This is an optimization exercise on Yosys and OpenROAD, whose aim is small area, a short achievable clock period and few clock cycles per item, not a production implementation. Function was checked by simulation only, so behaviour that the tests miss may differ from the original. Power is estimated from default activity; no workload was simulated.

## flow/config.mk

```make
export PLATFORM = sky130hd
export DESIGN_NAME = exec_unit
export DESIGN_NICKNAME = exec_unit
export VERILOG_FILES = /design/flow/design.v
export SDC_FILE = /design/flow/constraint.sdc
export NUM_CORES = 4
export LEC_CHECK = 0
export CAP_MARGIN = 20
export CORE_MARGIN = 2
export CORE_UTILIZATION = 40
export SLEW_MARGIN = 20
```

## flow/constraint.sdc

```tcl
create_clock -name core_clock -period 8.0 [get_ports {clk}]
set_input_delay 1.6000 -clock core_clock [delete_from_list [all_inputs] [get_ports {clk}]]
set_output_delay 1.6000 -clock core_clock [all_outputs]
set_load 0.01 [all_outputs]
```

## flow/design.v

```verilog
module exec_unit (
  input  logic        clk,
  input  logic        reset,
  input  logic        valid_in,
  input  logic [3:0]  Aluop,
  input  logic [1:0]  SHTOp,
  input  logic [31:0] srca,
  input  logic [31:0] srcb,
  input  logic [4:0]  shamt,
  input  logic        shvar,
  input  logic        mfhi,
  input  logic        mflo,
  output logic [31:0] result,
  output logic        valid_out,
  output logic        overflow,
  output logic        busy,
  output logic [31:0] hi,
  output logic [31:0] lo
);
  localparam logic [3:0] OP_ADDU = 4'b0000;
  localparam logic [3:0] OP_ADD  = 4'b0001;
  localparam logic [3:0] OP_SUBU = 4'b0010;
  localparam logic [3:0] OP_SUB  = 4'b0011;
  localparam logic [3:0] OP_AND  = 4'b0100;
  localparam logic [3:0] OP_OR   = 4'b0101;
  localparam logic [3:0] OP_NOR  = 4'b0110;
  localparam logic [3:0] OP_XOR  = 4'b0111;
  localparam logic [3:0] OP_SLTU = 4'b1000;
  localparam logic [3:0] OP_SLT  = 4'b1001;
  localparam logic [3:0] OP_MULT = 4'b1010;
  localparam logic [3:0] OP_MULU = 4'b1011;
  localparam logic [3:0] OP_DIV  = 4'b1100;
  localparam logic [3:0] OP_DIVU = 4'b1101;
  localparam logic [3:0] OP_LUI  = 4'b1110;
  localparam logic [1:0] SH_SLL = 2'b01;
  localparam logic [1:0] SH_SRL = 2'b10;
  localparam logic [1:0] SH_SRA = 2'b11;
  typedef enum logic {S_IDLE, S_MD} state_t;
  state_t      r_state;
  logic [31:0] r_result;
  logic        r_valid_out;
  logic        r_overflow;
  logic        r_busy;
  logic [31:0] r_hi;
  logic [31:0] r_lo;
  logic [5:0]  r_count;
  logic        r_is_div;
  logic        r_neg_q;      
  logic        r_neg_r;      
  logic        r_div0;
  logic [31:0] r_src_a;      
  logic [31:0] r_opb;        
  logic [31:0] r_acc_hi;     
  logic [31:0] r_acc_lo;     
  logic [4:0]  w_amt;
  logic        w_is_md;
  logic        w_md_signed;
  logic [31:0] w_sum;
  logic [31:0] w_diff;
  logic [31:0] w_abs_a;
  logic [31:0] w_abs_b;
  logic [31:0] w_result;
  logic        w_overflow;
  logic [32:0] w_mul_sum;
  logic [32:0] w_rem_sh;
  logic [32:0] w_rem_sub;
  logic        w_q_bit;
  logic [31:0] w_step_hi;
  logic [31:0] w_step_lo;
  logic [63:0] w_prod_fix;
  logic [31:0] w_fin_hi;
  logic [31:0] w_fin_lo;
  assign w_amt       = shvar ? srca[4:0] : shamt;
  assign w_sum       = srca + srcb;
  assign w_diff      = srca - srcb;
  assign w_md_signed = (Aluop == OP_MULT) || (Aluop == OP_DIV);
  assign w_abs_a     = (w_md_signed && srca[31]) ? (32'd0 - srca) : srca;
  assign w_abs_b     = (w_md_signed && srcb[31]) ? (32'd0 - srcb) : srcb;
  assign w_is_md     = !mfhi && !mflo && (SHTOp == 2'b00) &&
                       ((Aluop == OP_MULT) || (Aluop == OP_MULU) ||
                        (Aluop == OP_DIV)  || (Aluop == OP_DIVU));
  always_comb begin
    w_result   = 32'd0;
    w_overflow = 1'b0;
    if (mfhi) begin
      w_result = r_hi;
    end else if (mflo) begin
      w_result = r_lo;
    end else if (SHTOp != 2'b00) begin
      case (SHTOp)
        SH_SLL:  w_result = srcb << w_amt;
        SH_SRL:  w_result = srcb >> w_amt;
        SH_SRA:  w_result = $unsigned($signed(srcb) >>> w_amt);
        default: w_result = 32'd0;
      endcase
    end else begin
      case (Aluop)
        OP_ADDU: w_result = w_sum;
        OP_ADD: begin
          w_result   = w_sum;
          w_overflow = (srca[31] == srcb[31]) && (w_sum[31] != srca[31]);
        end
        OP_SUBU: w_result = w_diff;
        OP_SUB: begin
          w_result   = w_diff;
          w_overflow = (srca[31] != srcb[31]) && (w_diff[31] != srca[31]);
        end
        OP_AND:  w_result = srca & srcb;
        OP_OR:   w_result = srca | srcb;
        OP_NOR:  w_result = ~(srca | srcb);
        OP_XOR:  w_result = srca ^ srcb;
        OP_SLTU: w_result = {31'd0, (srca < srcb)};
        OP_SLT:  w_result = {31'd0, ($signed(srca) < $signed(srcb))};
        OP_LUI:  w_result = {srcb[15:0], 16'h0000};
        default: w_result = 32'd0;
      endcase
    end
  end
  always_comb begin
    w_mul_sum = {1'b0, r_acc_hi} + (r_acc_lo[0] ? {1'b0, r_opb} : 33'd0);
    w_rem_sh  = {r_acc_hi, r_acc_lo[31]};
    w_rem_sub = w_rem_sh - {1'b0, r_opb};
    w_q_bit   = !w_rem_sub[32];
    if (r_is_div) begin
      w_step_hi = w_q_bit ? w_rem_sub[31:0] : w_rem_sh[31:0];
      w_step_lo = {r_acc_lo[30:0], w_q_bit};
    end else begin
      w_step_hi = w_mul_sum[32:1];
      w_step_lo = {w_mul_sum[0], r_acc_lo[31:1]};
    end
  end
  always_comb begin
    w_prod_fix = r_neg_q ? (64'd0 - {w_step_hi, w_step_lo}) : {w_step_hi, w_step_lo};
    w_fin_hi   = w_prod_fix[63:32];
    w_fin_lo   = w_prod_fix[31:0];
    if (r_is_div) begin
      if (r_div0) begin
        w_fin_hi = r_src_a;
        w_fin_lo = 32'hFFFF_FFFF;
      end else begin
        w_fin_hi = r_neg_r ? (32'd0 - w_step_hi) : w_step_hi;
        w_fin_lo = r_neg_q ? (32'd0 - w_step_lo) : w_step_lo;
      end
    end
  end
  always_ff @(posedge clk) begin
    if (reset) begin
      r_state     <= S_IDLE;
      r_result    <= 32'd0;
      r_valid_out <= 1'b0;
      r_overflow  <= 1'b0;
      r_busy      <= 1'b0;
      r_hi        <= 32'd0;
      r_lo        <= 32'd0;
      r_count     <= 6'd0;
      r_is_div    <= 1'b0;
      r_neg_q     <= 1'b0;
      r_neg_r     <= 1'b0;
      r_div0      <= 1'b0;
      r_src_a     <= 32'd0;
      r_opb       <= 32'd0;
      r_acc_hi    <= 32'd0;
      r_acc_lo    <= 32'd0;
    end else begin
      r_valid_out <= 1'b0;
      case (r_state)
        S_IDLE: begin
          if (valid_in) begin
            if (w_is_md) begin
              r_state  <= S_MD;
              r_busy   <= 1'b1;
              r_count  <= 6'd0;
              r_is_div <= Aluop[2];
              r_neg_q  <= w_md_signed && (srca[31] ^ srcb[31]);
              r_neg_r  <= w_md_signed && srca[31];
              r_div0   <= (srcb == 32'd0);
              r_src_a  <= srca;
              r_acc_hi <= 32'd0;
              if (Aluop[2]) begin
                r_opb    <= w_abs_b;
                r_acc_lo <= w_abs_a;
              end else begin
                r_opb    <= w_abs_a;
                r_acc_lo <= w_abs_b;
              end
            end else begin
              r_result    <= w_result;
              r_overflow  <= w_overflow;
              r_valid_out <= 1'b1;
            end
          end
        end
        S_MD: begin
          r_acc_hi <= w_step_hi;
          r_acc_lo <= w_step_lo;
          if (r_count == 6'd31) begin
            r_hi    <= w_fin_hi;
            r_lo    <= w_fin_lo;
            r_busy  <= 1'b0;
            r_count <= 6'd0;
            r_state <= S_IDLE;
          end else begin
            r_count <= r_count + 6'd1;
          end
        end
        default: r_state <= S_IDLE;
      endcase
    end
  end
  assign result    = r_result;
  assign valid_out = r_valid_out;
  assign overflow  = r_overflow;
  assign busy      = r_busy;
  assign hi        = r_hi;
  assign lo        = r_lo;
endmodule
```

## flow/run.sh

```bash
#!/bin/bash
# synth_recipe.tcl (not shown) runs the flow's synth.tcl, then flattens the netlist and writes it again
# the make line also repeats each setting of config.mk as NAME=value (left out here)
make -C /OpenROAD-flow-scripts/flow DESIGN_CONFIG=/design/flow/config.mk WORK_HOME=/design/flow/orfs CLKGATE_MAP_FILE= SYNTH_SCRIPT=/design/flow/synth_recipe.tcl finish
```

==> results.cfg <==
[min_path]
min_from = r_opb[12]
hold_depth = 2
hold_class = flip-flop to flip-flop
whs_endpoint = r_opb[12]

[cts]
cts.sinks = 238
cts_tree = yes
cts_hold_buf = 0
root_buffer = clkbuf_16
clk_latency_ns = 0.58
clock_path_buffers = 3
cts_resized = 0
cts_buffers = 27
cts_setup_buffers = 0
htree_levels = 1
clkTransAtPathRegs_ns = 0.07

[route]
wirelength_um = 143200
vias = 32520
wire_per_inst_um = 29.02
drtIter0Drc = 4562
drc_errors = 0
drt-pass1-iter-count = 7
ant_nets = 0
viasPerCell = 6.588

[cells_and_area]
layout.area.seq_sq_um = 4770
multi_input_area_sq_um = 20940
instances_no_fill = 4936
nets = 4292
fillers = 7127
antenna_cells = 0
area_delta_synth_final_pct = 12.71
drive_gt1_share_pct = 5.513

[die]
row_count = 95
start_util_pct = 40.58
die_w_um = 265.7
die_h_um = 265.7
die-area_sq_um = 70600
pin_count = 180
core-area_sq_um = 67510

[logic_synthesis]
netlist_area_sq_um = 27400
synth_common_cells = nand2_1, nor2_1, a21oi_1
synthFlopType = dfxtp_1
synth.area.top_cells = dfxtp_1, ha_1, nand2_1, nor2_1, a21oi_1
synth_top_area_share_pct = 17.39
syn_avg_cell_area_sq_um = 6.759
ys_ff_latch = 238
synth_warnings = 1
netlist_instances = 4053
ys_seq_area_share_pct = 17.39
synth_area_leader_cell = dfxtp_1
async_reset_ff_share_pct = 0
synth_nets = 4303
synth_most_common_cell = nand2_1
synth-edff-count = 0
yosysUniqueCellTypes = 89

[timing]
slew_headroom_pct = 13.35
maxSlewViolCount = 0
clock_skew_ns = 0.02553
min_period_ns = 7.136
tightest_slew_ns = 1.267
hold_viol_final = 0
tns_ns = 0
max_freq_mhz = 140.1
fin_crit_sh_pct = 89.20
setup_viol = 0
rsz0062_at_grt = no
hold_slack_ns = 0.4509

[worst_setup_path]
start_kind = flip-flop
crit_type = flip-flop to flip-flop
worstPathMaxFanout = 9
regToRegStartpoint = r_acc_lo[31]
required_ns = 8.46
r2r_slack_ns = 0.86
end_kind = flip-flop
r2r_cells = 22
worst_ep_arrival_time_ns = 7.60
rr_endpoint = r_hi[30]

[global_routing]
antenna_found_initial = 1
grt.overflow.total = 0
grt_start_max_net_pins = 155
grt_usage_pct = 39.04
grt_pass1_wl_um = 206800
grt_pass1_vias = 29780

[placed_design]
numPortBuffers = 179
gp_congestion = 1.061
hpwl_um = 112100
dp_cells = 4885

[power]
leakage_nw = 11.89
power_density_nw_per_um2 = 126.8
ir_worst_vdd_mv = 0.1436

[run]
drv_cap = 0

[status]
outcome = complete, no violations
[worst max-delay path, stage by stage (launching register included)]
cell and delay (ns):
dfxtp_1 0.37, inv_1 0.13, ha_1 0.21, inv_1 0.07, fa_1 0.42, a211oi_1 0.31, o211ai_1 0.21, nand3_1 0.28
o21ai_2 0.20, a21oi_2 0.49, nor2_1 0.08, o41ai_1 0.51, nor2_1 0.21, inv_1 0.10, ha_1 0.21, o31ai_1 0.22
a211oi_1 0.52, and4b_1 0.39, or4b_1 0.68, or4_4 0.50, o31ai_2 0.29, o221ai_1 0.21, a2111oi_2 0.40
[placed cells by master (no fill, tap or decap), types with 97 or more instances in the layout]
cell type	netlist	final
inv_1	173	173
xnor2_1	157	155
clkdlybuf4s50_1	0	175
nor2_1	483	479
a21oi_1	362	362
a211oi_1	114	114
dfxtp_1	238	236
nor3_1	100	97
mux2i_1	119	114
o21ai_0	323	323
o211ai_1	104	104
nand2_1	514	512
ha_1	165	165
[cell families (layout without fill, tap and decap cells)]
kind of cell | after synthesis | after routing | share of synthesized area, %
XOR/XNOR | 202 | 202 | 6.458
AO/OA/AOI/OAI | 1386 | 1386 | 32.80
flip-flops | 238 | 238 | 17.39
adder cells (fa/ha/maj) | 169 | 169 | 7.828
multiplexers | 154 | 154 | 5.841
AND/OR/NAND/NOR | 1428 | 1428 | 23.05
buffers and inverters | 476 | 486 | 6.636
[how the worst max path moves through the flow]
stage / slack, ns / startpoint / cells past startpoint / end
after global placement: 1.10 / r_acc_lo[31] / 22 / r_hi[30]
final: 0.86 / r_acc_lo[31] / 22 / r_hi[30]
after floorplan: 2.00 / r_acc_lo[31] / 26 / r_hi[30]
after detailed placement: 1.07 / r_acc_lo[31] / 22 / r_hi[30]
after CTS: 1.02 / r_acc_lo[31] / 22 / r_hi[30]
after global routing: 0.52 / r_acc_lo[31] / 22 / r_hi[30]
[where the power goes]
group | internal [W] | switching, W | total, W
registers | 0.00120 | 0.0000118 | 0.00121
clock network | 0.000850 | 0.000589 | 0.00144
logic | 0.000392 | 0.000875 | 0.00127
total | 0.00244 | 0.00148 | 0.00392
[flip-flops by register name, indices dropped and copies added (netlist names), 6 cells and up]
register,cells
r_acc_lo,32
r_acc_hi,32
r_result,32
r_count,6
r_hi,32
r_lo,32
r_src_a,32
r_opb,32
[layout make-up]
type                            instances  share of cell area [%]
Inverter                              178                   2.164
Tap cell                              873                   3.538
Multi-Input combinational cell       3339                   67.82
Clock inverter                         19                  0.9280
Timing Repair Buffer                  258                   7.768
Clock buffer                           31                   2.334
Sequential cell                       238                   15.45
[routing by layer]
metal | up-vias | global-route usage (%) | part of all wire [%]
li1 | 14710 | - | -
met1 | 15410 | 51.57 | 41
met2 | 2023 | 59.20 | 42
met3 | 370 | 6.580 | 10
met4 | 2 | 24.16 | 7.3
met5 | - | 0 | 0.0077
[metrics by stage]
stage | power [W] | util [%] | area (sq um) | setup WS (ns)
finish | 0.003915 | 45.73 | 30880 | 0.8639
global route | 0.004023 | 45.73 | 30880 | 0.5246
CTS | 0.003857 | 45.72 | 30870 | 1.024
detailed placement | 0.002438 | 44.23 | 29860 | 1.069
global placement | 0.002450 | 44.23 | 29860 | 1.096
floorplan | 0.001956 | - | 27400 | 2.003
Testbench counts, summed over its fixed seeds: cycles 19,696, ops 3,216.

-- afterwards: timing with drivers on the ports --
The flow's constraints put no driver on any port. The routed layout listed below was extracted and timed again, unchanged, in two steps.
Step 1 assumes that a clkbuf_16 drives the clock port and a buf_2 every other input.
Step 2, shift: input delay + t, output delay - t, t = (earliest + latest rising clock arrival at the registers) / 2. This alone moves slack from input paths to output paths.
a / b / c = ideal / step 1 / step 2; a / b = the first two.
shift t [ns]: 0.625
slack for setup (ns): 0.864 / 0.864 / 0.864
cell pins on the clock port's net: 1
After both steps this run still meets setup and hold. For this run, drivers alone change the setup slack by 0.000 ns; drivers and shift together by 0.000 ns.
